Background: an optimization exercise with open tools, aiming at a short achievable clock period and few clock cycles per item. Do not read the settings as production practice.
Only simulation tests tie the RTL to the original design; equivalence was not proved.

`flow/run.sh`:
```
#!/bin/bash
# synth_recipe.tcl (not shown) runs the flow's synth.tcl, then flattens the netlist and writes it again
# the make line also repeats each setting of config.mk as NAME=value (left out here)
make -C /OpenROAD-flow-scripts/flow DESIGN_CONFIG=/design/flow/config.mk WORK_HOME=/design/flow/orfs CLKGATE_MAP_FILE= SYNTH_SCRIPT=/design/flow/synth_recipe.tcl finish
```
`flow/design.v`:
```
package sw_pkg;
    localparam int REF_LEN   = 64;
    localparam int QUERY_LEN = 16;
    typedef logic [1:0]                   base_t;
    typedef logic signed [7:0]            score_t;
    typedef logic [6:0]                   ref_pos_t;
    typedef logic [5:0]                   query_pos_t;
    typedef logic [$clog2(REF_LEN)-1:0]   ref_addr_t;
    typedef logic [$clog2(QUERY_LEN)-1:0] pe_idx_t;
    localparam score_t MATCH_SCORE    = 8'sd2;
    localparam score_t MISMATCH_SCORE = -8'sd1;
    localparam score_t GAP_OPEN       = 8'sd2;
    localparam score_t GAP_EXTEND     = 8'sd1;
    localparam score_t NEG_INF        = -8'sd8;
    typedef struct packed {
        score_t     score;
        ref_pos_t   ref_pos;
        query_pos_t query_pos;
    } best_t;
    localparam int BEST_W = 21;
    localparam int LINK_W = 27;
    typedef struct packed {
        logic     valid;
        logic     first;
        base_t    base;
        ref_pos_t ref_pos;
        score_t   high;
        score_t   del;
    } pe_link_t;
    typedef enum logic [2:0] {IDLE, LOAD, STREAM, DRAIN, REDUCE} ctrl_state_t;
    function automatic score_t max_score(input score_t a, input score_t b);
        max_score = (a > b) ? a : b;
    endfunction
endpackage
`timescale 1ns/1ps
module seq_buffer (
    input  logic                                clk,
    input  logic                                reset,
    input  logic                                load_en_i,
    input  logic                                valid_i,
    input  sw_pkg::ref_addr_t                   wr_addr_i,
    input  sw_pkg::base_t                       data_ref_i,
    input  sw_pkg::base_t                       data_query_i,
    input  sw_pkg::ref_addr_t                   rd_addr_i,
    output sw_pkg::base_t                       ref_base_o,
    output logic [2*sw_pkg::QUERY_LEN-1:0]      query_o
);
    sw_pkg::base_t                 ref_mem [0:sw_pkg::REF_LEN-1];
    logic [2*sw_pkg::QUERY_LEN-1:0] query_q;
    sw_pkg::pe_idx_t       query_idx;
    logic                  wr_en;
    assign wr_en = load_en_i && valid_i;
    assign query_idx = sw_pkg::pe_idx_t'(wr_addr_i);
    always_ff @(posedge clk) begin
        if (wr_en) begin
            ref_mem[wr_addr_i] <= data_ref_i;
        end
    end
    assign ref_base_o = ref_mem[rd_addr_i];
    always_ff @(posedge clk or posedge reset) begin
        if (reset) begin
            query_q <= '0;
        end else if (wr_en && (wr_addr_i < sw_pkg::QUERY_LEN)) begin
            query_q[2*query_idx +: 2] <= data_query_i;
        end
    end
    assign query_o = query_q;
endmodule
`timescale 1ns/1ps
module fill_ctrl (
    input  logic              clk,
    input  logic              reset,
    input  logic              valid_i,
    input  sw_pkg::base_t     ref_base_i,
    output logic              load_en_o,
    output sw_pkg::ref_addr_t wr_addr_o,
    output sw_pkg::ref_addr_t rd_addr_o,
    output logic              job_start_o,
    output sw_pkg::pe_link_t  link_o,
    output logic              reduce_en_o,
    output sw_pkg::pe_idx_t   reduce_idx_o,
    output logic              finish_o
);
    sw_pkg::ctrl_state_t state_q;
    sw_pkg::ctrl_state_t next_state;
    sw_pkg::ref_addr_t   cnt_q;
    sw_pkg::ref_addr_t   next_cnt;
    logic        finish_q;
    logic        next_finish;
    always_comb begin
        next_state  = state_q;
        next_cnt    = cnt_q;
        next_finish = 1'b0;
        case (state_q)
            sw_pkg::IDLE: begin
                if (valid_i) begin
                    next_cnt   = cnt_q + 1'b1;
                    next_state = sw_pkg::LOAD;
                end
            end
            sw_pkg::LOAD: begin
                if (valid_i) begin
                    next_cnt = (cnt_q == sw_pkg::REF_LEN - 1) ? '0 : cnt_q + 1'b1;
                    if (cnt_q == sw_pkg::REF_LEN - 1) begin
                        next_state = sw_pkg::STREAM;
                    end
                end
            end
            sw_pkg::STREAM: begin
                next_cnt = (cnt_q == sw_pkg::REF_LEN - 1) ? '0 : cnt_q + 1'b1;
                if (cnt_q == sw_pkg::REF_LEN - 1) begin
                    next_state = sw_pkg::DRAIN;
                end
            end
            sw_pkg::DRAIN, sw_pkg::REDUCE: begin
                next_cnt = (cnt_q == sw_pkg::QUERY_LEN - 1) ? '0 : cnt_q + 1'b1;
                if (cnt_q == sw_pkg::QUERY_LEN - 1) begin
                    next_state  = (state_q == sw_pkg::DRAIN) ? sw_pkg::REDUCE : sw_pkg::IDLE;
                    next_finish = (state_q == sw_pkg::REDUCE);
                end
            end
            default: next_state = sw_pkg::IDLE;
        endcase
    end
    always_ff @(posedge clk or posedge reset) begin
        if (reset) begin
            state_q  <= sw_pkg::IDLE;
            cnt_q    <= '0;
            finish_q <= 1'b0;
        end else begin
            state_q  <= next_state;
            cnt_q    <= next_cnt;
            finish_q <= next_finish;
        end
    end
    assign load_en_o    = (state_q == sw_pkg::IDLE) || (state_q == sw_pkg::LOAD);
    assign wr_addr_o    = cnt_q;
    assign rd_addr_o    = cnt_q;
    assign job_start_o  = (state_q == sw_pkg::IDLE) && valid_i;
    assign reduce_en_o  = (state_q == sw_pkg::REDUCE);
    assign reduce_idx_o = sw_pkg::pe_idx_t'(cnt_q);
    assign finish_o     = finish_q;
    always_comb begin
        link_o = '0;
        if (state_q == sw_pkg::STREAM) begin
            link_o.valid   = 1'b1;
            link_o.first   = (cnt_q == '0);
            link_o.base    = ref_base_i;
            link_o.ref_pos = sw_pkg::ref_pos_t'(cnt_q) + 7'd1;
            link_o.high    = '0;
            link_o.del     = sw_pkg::NEG_INF;
        end
    end
endmodule
`timescale 1ns/1ps
module sw_pe (
    input  logic               clk,
    input  logic               reset,
    input  logic               clear_i,
    input  sw_pkg::base_t      query_base_i,
    input  sw_pkg::query_pos_t query_pos_i,
    input  sw_pkg::pe_link_t   link_i,
    output sw_pkg::pe_link_t   link_o,
    output sw_pkg::best_t      best_o
);
    sw_pkg::score_t   high_up_q;
    sw_pkg::score_t   ins_up_q;
    sw_pkg::score_t   high_diag_q;
    sw_pkg::pe_link_t link_q;
    sw_pkg::best_t    best_q;
    sw_pkg::score_t   upper_high;
    sw_pkg::score_t   upper_ins;
    sw_pkg::score_t   diag_high;
    sw_pkg::score_t   sub_score;
    sw_pkg::score_t   ins_new;
    sw_pkg::score_t   del_new;
    sw_pkg::score_t   high_new;
    always_comb begin
        if (link_i.first) begin
            upper_high = '0;
            upper_ins  = sw_pkg::NEG_INF;
            diag_high  = '0;
        end else begin
            upper_high = high_up_q;
            upper_ins  = ins_up_q;
            diag_high  = high_diag_q;
        end
        sub_score = (link_i.base == query_base_i) ? sw_pkg::MATCH_SCORE : sw_pkg::MISMATCH_SCORE;
        ins_new   = sw_pkg::max_score(upper_high - sw_pkg::GAP_OPEN, upper_ins - sw_pkg::GAP_EXTEND);
        del_new   = sw_pkg::max_score(link_i.high - sw_pkg::GAP_OPEN, link_i.del - sw_pkg::GAP_EXTEND);
        high_new  = sw_pkg::max_score(sw_pkg::max_score(diag_high + sub_score, ins_new),
                              sw_pkg::max_score(del_new, sw_pkg::score_t'(0)));
    end
    always_ff @(posedge clk or posedge reset) begin
        if (reset) begin
            high_up_q   <= '0;
            ins_up_q    <= sw_pkg::NEG_INF;
            high_diag_q <= '0;
            link_q      <= '0;
            best_q      <= '0;
        end else if (clear_i) begin
            high_up_q   <= '0;
            ins_up_q    <= sw_pkg::NEG_INF;
            high_diag_q <= '0;
            link_q      <= '0;
            best_q      <= '0;
        end else if (link_i.valid) begin
            high_up_q      <= high_new;
            ins_up_q       <= ins_new;
            high_diag_q    <= link_i.high;
            link_q.valid   <= 1'b1;
            link_q.first   <= link_i.first;
            link_q.base    <= link_i.base;
            link_q.ref_pos <= link_i.ref_pos;
            link_q.high    <= high_new;
            link_q.del     <= del_new;
            if (high_new > best_q.score) begin
                best_q.score     <= high_new;
                best_q.ref_pos   <= link_i.ref_pos;
                best_q.query_pos <= query_pos_i;
            end
        end else begin
            link_q.valid <= 1'b0;
        end
    end
    assign link_o = link_q;
    assign best_o = best_q;
endmodule
`timescale 1ns/1ps
module pe_array (
    input  logic                                  clk,
    input  logic                                  reset,
    input  logic                                  clear_i,
    input  logic [2*sw_pkg::QUERY_LEN-1:0]        query_i,
    input  sw_pkg::pe_link_t                      link_i,
    output logic [sw_pkg::BEST_W*sw_pkg::QUERY_LEN-1:0] best_o
);
    logic [sw_pkg::LINK_W*(sw_pkg::QUERY_LEN+1)-1:0] links;
    assign links[sw_pkg::LINK_W-1:0] = link_i;
    for (genvar k = 0; k < sw_pkg::QUERY_LEN; k++) begin : g_pe
        sw_pe u_pe (
            .clk          (clk),
            .reset        (reset),
            .clear_i      (clear_i),
            .query_base_i (query_i[2*k +: 2]),
            .query_pos_i  (sw_pkg::query_pos_t'(k + 1)),
            .link_i       (links[sw_pkg::LINK_W*k +: sw_pkg::LINK_W]),
            .link_o       (links[sw_pkg::LINK_W*(k+1) +: sw_pkg::LINK_W]),
            .best_o       (best_o[sw_pkg::BEST_W*k +: sw_pkg::BEST_W])
        );
    end
endmodule
`timescale 1ns/1ps
module max_reduce (
    input  logic                                  clk,
    input  logic                                  reset,
    input  logic                                  clear_i,
    input  logic                                  reduce_en_i,
    input  sw_pkg::pe_idx_t                       reduce_idx_i,
    input  logic [sw_pkg::BEST_W*sw_pkg::QUERY_LEN-1:0] pe_best_i,
    output sw_pkg::best_t                         best_o
);
    sw_pkg::best_t work_q;
    sw_pkg::best_t best_q;
    sw_pkg::best_t sel_best;
    sw_pkg::best_t pick;
    assign sel_best = pe_best_i[sw_pkg::BEST_W*reduce_idx_i +: sw_pkg::BEST_W];
    assign pick = (sel_best.score > work_q.score) ? sel_best : work_q;
    always_ff @(posedge clk or posedge reset) begin
        if (reset) begin
            work_q <= '0;
            best_q <= '0;
        end else if (clear_i) begin
            work_q <= '0;
        end else if (reduce_en_i) begin
            work_q <= pick;
            if (reduce_idx_i == sw_pkg::QUERY_LEN - 1) begin
                best_q <= pick;
            end
        end
    end
    assign best_o = best_q;
endmodule
`timescale 1ns/1ps
module sw_top (
    input  logic          clk,
    input  logic          reset,
    input  logic          valid_i,
    input  logic [1:0]    data_ref_i,
    input  logic [1:0]    data_query_i,
    output logic          finish_o,
    output logic [20:0]   best_o
);
    logic                  load_en;
    sw_pkg::ref_addr_t             wr_addr;
    sw_pkg::ref_addr_t             rd_addr;
    sw_pkg::base_t                 ref_base;
    logic [2*sw_pkg::QUERY_LEN-1:0] query;
    logic                  job_start;
    sw_pkg::pe_link_t              link;
    logic [sw_pkg::BEST_W*sw_pkg::QUERY_LEN-1:0] pe_best;
    logic                  reduce_en;
    sw_pkg::pe_idx_t               reduce_idx;
    seq_buffer u_seq_buffer (
        .clk(clk), .reset(reset), .load_en_i(load_en), .valid_i(valid_i),
        .wr_addr_i(wr_addr), .data_ref_i(data_ref_i), .data_query_i(data_query_i),
        .rd_addr_i(rd_addr), .ref_base_o(ref_base), .query_o(query)
    );
    fill_ctrl u_fill_ctrl (
        .clk(clk), .reset(reset), .valid_i(valid_i), .ref_base_i(ref_base),
        .load_en_o(load_en), .wr_addr_o(wr_addr), .rd_addr_o(rd_addr),
        .job_start_o(job_start), .link_o(link), .reduce_en_o(reduce_en),
        .reduce_idx_o(reduce_idx), .finish_o(finish_o)
    );
    pe_array u_pe_array (
        .clk(clk), .reset(reset), .clear_i(job_start), .query_i(query),
        .link_i(link), .best_o(pe_best)
    );
    max_reduce u_max_reduce (
        .clk(clk), .reset(reset), .clear_i(job_start), .reduce_en_i(reduce_en),
        .reduce_idx_i(reduce_idx), .pe_best_i(pe_best), .best_o(best_o)
    );
endmodule
```
`flow/config.mk`:
```
export PLATFORM = sky130hd
export DESIGN_NAME = sw_top
export DESIGN_NICKNAME = sw_top
export VERILOG_FILES = /design/flow/design.v
export SDC_FILE = /design/flow/constraint.sdc
export NUM_CORES = 4
export LEC_CHECK = 0
export CAP_MARGIN = 20
export CORE_MARGIN = 2
export CORE_UTILIZATION = 40
export SLEW_MARGIN = 20
```
`flow/constraint.sdc`:
```
create_clock -name core_clock -period 11.0 [get_ports {clk}]
set_input_delay 2.2000 -clock core_clock [delete_from_list [all_inputs] [get_ports {clk}]]
set_output_delay 2.2000 -clock core_clock [all_outputs]
set_load 0.01 [all_outputs]
```
==> impl_metrics.tcl <==
set metrics [dict create \
    htreeDepth 4 \
    cts-buffers-inserted 137 \
    period_share_pct 94.1 \
    ctsRootBufferMaster "clkbuf_16" \
    cp_data_required_time_ns 11.61 \
    crit_type "reg -> reg" \
    synth_seq_cells 1123 \
    synth_flop_cell "dfrtp_1" \
    cp-end-kind "flip-flop" \
    wire_per_inst_um 20.2 \
    worst_slack_ns 0.652 \
    avgViaCountPerCell 5.73 \
    clkTransAtPathRegs_ns 0.06 \
    worstSetupPathDepth 41 \
    synth_area_sq_um 82600 \
    maxSlewViolCount 0 \
    clk_latency_ns 0.77 \
    portBuffers 28 \
    critPathMaxStageDelay_ns 0.54 \
    final_area_sq_um 90700 \
    clk_path_buf_depth 3 \
    antenna_found_initial 3 \
    synth_edf_count 128 \
    drive_gt1_share_pct 7.57 \
    dp_hpwl_um 178000 \
    cpMostUsedCell "o21a_1" \
    cpMaxStageDelayCell "mux2i_1" \
    start_util_pct 40.3 \
    cp_max_fo 17 \
    dr.pass1.iters 9 \
    drc_errors 0 \
    cp.arrival_ns 10.96 \
    placed_area_sq_um 86100 \
    min_delay_path_depth 1 \
    min_path_type "reg -> reg" \
    ys_warn_count 4 \
    area_delta_synth_final_pct 9.89 \
    postSynthCellCount 9404 \
    slew-limit-headroom_pct 23.0 \
    grt_max_degree 198 \
    grtUsageTotal_pct 22.9 \
    ant_nets 0 \
    hold_violations 0 \
    drt_iter0_markers 5437 \
    grt_pass1_wl_um 388000 \
    timing.hold.ws_ns 0.475 \
    place_inst 11878 \
    setup_viol 0 \
    io_pins 29 \
    crit_family "compound AO/OA/AOI/OAI gates" \
    drt-total-wl_um 245000 \
    cts_sinks 1123 \
    seq_area_frac_synth_pct 34.9 \
    vias 69569 \
    core_sq_um 205000 \
    status "timing/DRC/antenna clean" \
    cts_tree "done" \
    avgSynthCellArea_sq_um 8.78 \
    die_h_um 458 \
    grt_pass1_vias 68314 \
    async_flop_share_pct 88.6 \
    clock_skew_ns 0.0302 \
    fin_cells 12131 \
    period_minus_slack_ns 10.35 \
    start_kind "flip-flop" \
    worst_slew_pin_slew_ns 1.15 \
    rows 166 \
    fmax_mhz 96.6 \
    grt_overflow_total 0 \
    cap_violations 0 \
    die_x_um 458 \
    reg2regPathDepth 41 \
    die_area_sq_um 210000 \
    r2r_setup_slack_ns 0.65 \
    rsz0062_at_grt "no" \
    gp_congestion 0.910 \
    synth_cell_types 108 \
    worst-path-buf-inv 5 \
    hold_buffers 0 \
    place_ws_ns 0.511 \
    layout.nets 10069 \
]
-- synth_stat cells, types with 128 or more instances --
master	count	share of area [%]
xnor2_1	247	2.6
nand2_1	837	3.8
ha_1	728	11
edfxtp_1	128	4.7
nor3_1	191	1.2
dfrtp_1	915	28
o21ai_0	499	3.0
a21oi_1	442	2.7
clkbuf_1	339	1.5
nand3_1	257	1.6
mux2i_1	665	8.1
inv_1	673	3.1
o21a_1	247	2.2
nor2b_1	227	1.7
nor2_1	1088	4.9
-- cells by family (layout without fill, tap and decap cells) --
logic type	after synthesis	in the layout	share of synthesized area (%)
and+or+nand+nor	3156	3156	17.7
AOI/OAI and AO/OA	2125	2125	17.2
DFF	1123	1123	34.9
buffers and inverters	1107	1130	5.10
muxes	802	802	10.2
adders and majority gates	733	733	11.1
xor gates and xnor gates	357	357	3.79
other	1	17	0.00454
-- area by class of cell --
class | instances | area (sq um)
diodes | 1 | 2.50
clock buffers | 188 | 3840
clock inverters | 59 | 658
fillers | 19906 | 114000
inverters | 689 | 2590
multi-input cells | 7189 | 49700
flip-flops and latches | 1123 | 28900
well taps | 2688 | 3360
repair buffers | 194 | 1680
-- cells in the final DEF (no fill, tap or decap), types with 82 or more instances in the layout --
cell type | synthesis | final
nor2_1 | 1088 | 1085
o21a_1 | 247 | 247
nor3_1 | 191 | 186
xnor2_1 | 247 | 247
a21oi_1 | 442 | 439
mux2i_1 | 665 | 664
nor2b_1 | 227 | 227
o21ai_0 | 499 | 496
buf_4 | 3 | 153
o211ai_1 | 86 | 86
dfrtp_1 | 915 | 898
mux2_2 | 117 | 117
xor2_1 | 110 | 110
nand2b_1 | 95 | 94
a22o_1 | 113 | 113
nand2_1 | 837 | 837
nand4_1 | 104 | 104
a21o_1 | 101 | 101
inv_1 | 673 | 672
a211oi_1 | 83 | 82
edfxtp_1 | 128 | 128
ha_1 | 728 | 727
clkbuf_16 | 0 | 140
nand3_1 | 257 | 257
-- through the flow --
step / utilization, % / TNS (ns)
floorplan: - / -4505.88
global placement: 42.0 / 0
detailed placement: 42.0 / 0
CTS: 44.2 / 0
global route: 44.3 / 0
finish: 44.3 / 0
-- final timing paths --
check / startpoint / end
setup / recovery: u_pe_array.g_pe[10].u_pe.link_q[25]$_DFFE_PP0P_ / u_pe_array.g_pe[11].u_pe.best_q[10]$_DFFE_PP0P_
hold / removal: u_max_reduce.work_q[7]$_DFFE_PP0P_ / u_max_reduce.work_q[7]$_DFFE_PP0P_
setup reg to reg: u_pe_array.g_pe[10].u_pe.link_q[25]$_DFFE_PP0P_ / u_pe_array.g_pe[11].u_pe.best_q[10]$_DFFE_PP0P_
hold reg to reg: u_max_reduce.work_q[7]$_DFFE_PP0P_ / u_max_reduce.work_q[7]$_DFFE_PP0P_
max in group asynchronous: reset / u_pe_array.g_pe[15].u_pe.ins_up_q[4]$_DFFE_PP1P_
min in group asynchronous: reset / u_pe_array.g_pe[9].u_pe.ins_up_q[1]$_DFFE_PP0P_
-- repair_timing --
action,CTS,global route
endpoints found under the setup margin,0,73
buffers inserted,0,2
resized for setup,0,11
-- layer usage --
metal  wire length [um]  up-vias  part of all wire, %  global-route usage, %
met5                 39        -                0.016                      0
met4               8060        6                  3.3                   7.57
met3              13000      451                  5.3                   3.32
met2             115000     1804                   47                   38.0
met1             108000    34041                   44                   30.5
li1                   -    33267                    -                      -
-- registers in the layout (all words and copies together), names as in the netlist --
signal	cells
u_pe_array.g_pe.u_pe.high_diag_q	120
u_pe_array.g_pe.u_pe.best_q	256
u_fill_ctrl.cnt_q	6
u_fill_ctrl.finish_q	1
u_seq_buffer.query_q	32
u_max_reduce.work_q	21
u_max_reduce.best_q	21
u_seq_buffer.ref_mem	128
u_pe_array.g_pe.u_pe.high_up_q	8
u_fill_ctrl.state_q	3
u_pe_array.g_pe.u_pe.ins_up_q	128
u_pe_array.g_pe.u_pe.link_q	399
-- worst register-to-register path, delay by kind of cell (launching register included) --
kind | cells | cell delay (ns)
XOR/XNOR | 1 | 0.35
flip-flops | 1 | 0.53
AO/OA/AOI/OAI | 19 | 3.75
buffers and inverters | 5 | 1.21
multiplexers | 6 | 2.18
AND/OR/NAND/NOR | 6 | 0.96
adder cells (fa/ha/maj) | 4 | 1.21
Testbench counts, summed over its fixed seeds: cycles 30,720, jobs 192.

==> afterwards: timing with drivers on the ports <==
The flow's constraints put no driver on any port. The routed layout listed below was extracted and timed again, unchanged, in two steps. Step 1: set_driving_cell puts a clkbuf_16 on clk and a buf_2 on each other input, an assumption about the parent block. Step 2 adds t to the input delays and takes it off the output delays; t is the mean of the earliest and latest rising clock arrival at the registers after step 1. Input paths then give back, and output paths get back, about the clock's delay inside the block. Three values: ideal, step 1, step 2; two values: the first two.
t (ns): 0.845
slack for setup (ns): 0.652 / 0.652 / 0.652
clock arrival spread, ns: 0.040 / 0.039
slew at the worst register clock pin (ns): 0.07 / 0.07
After both steps setup and hold are still met in this run. For this run, drivers alone change the setup slack by 0.000 ns; drivers and shift together by 0.000 ns.
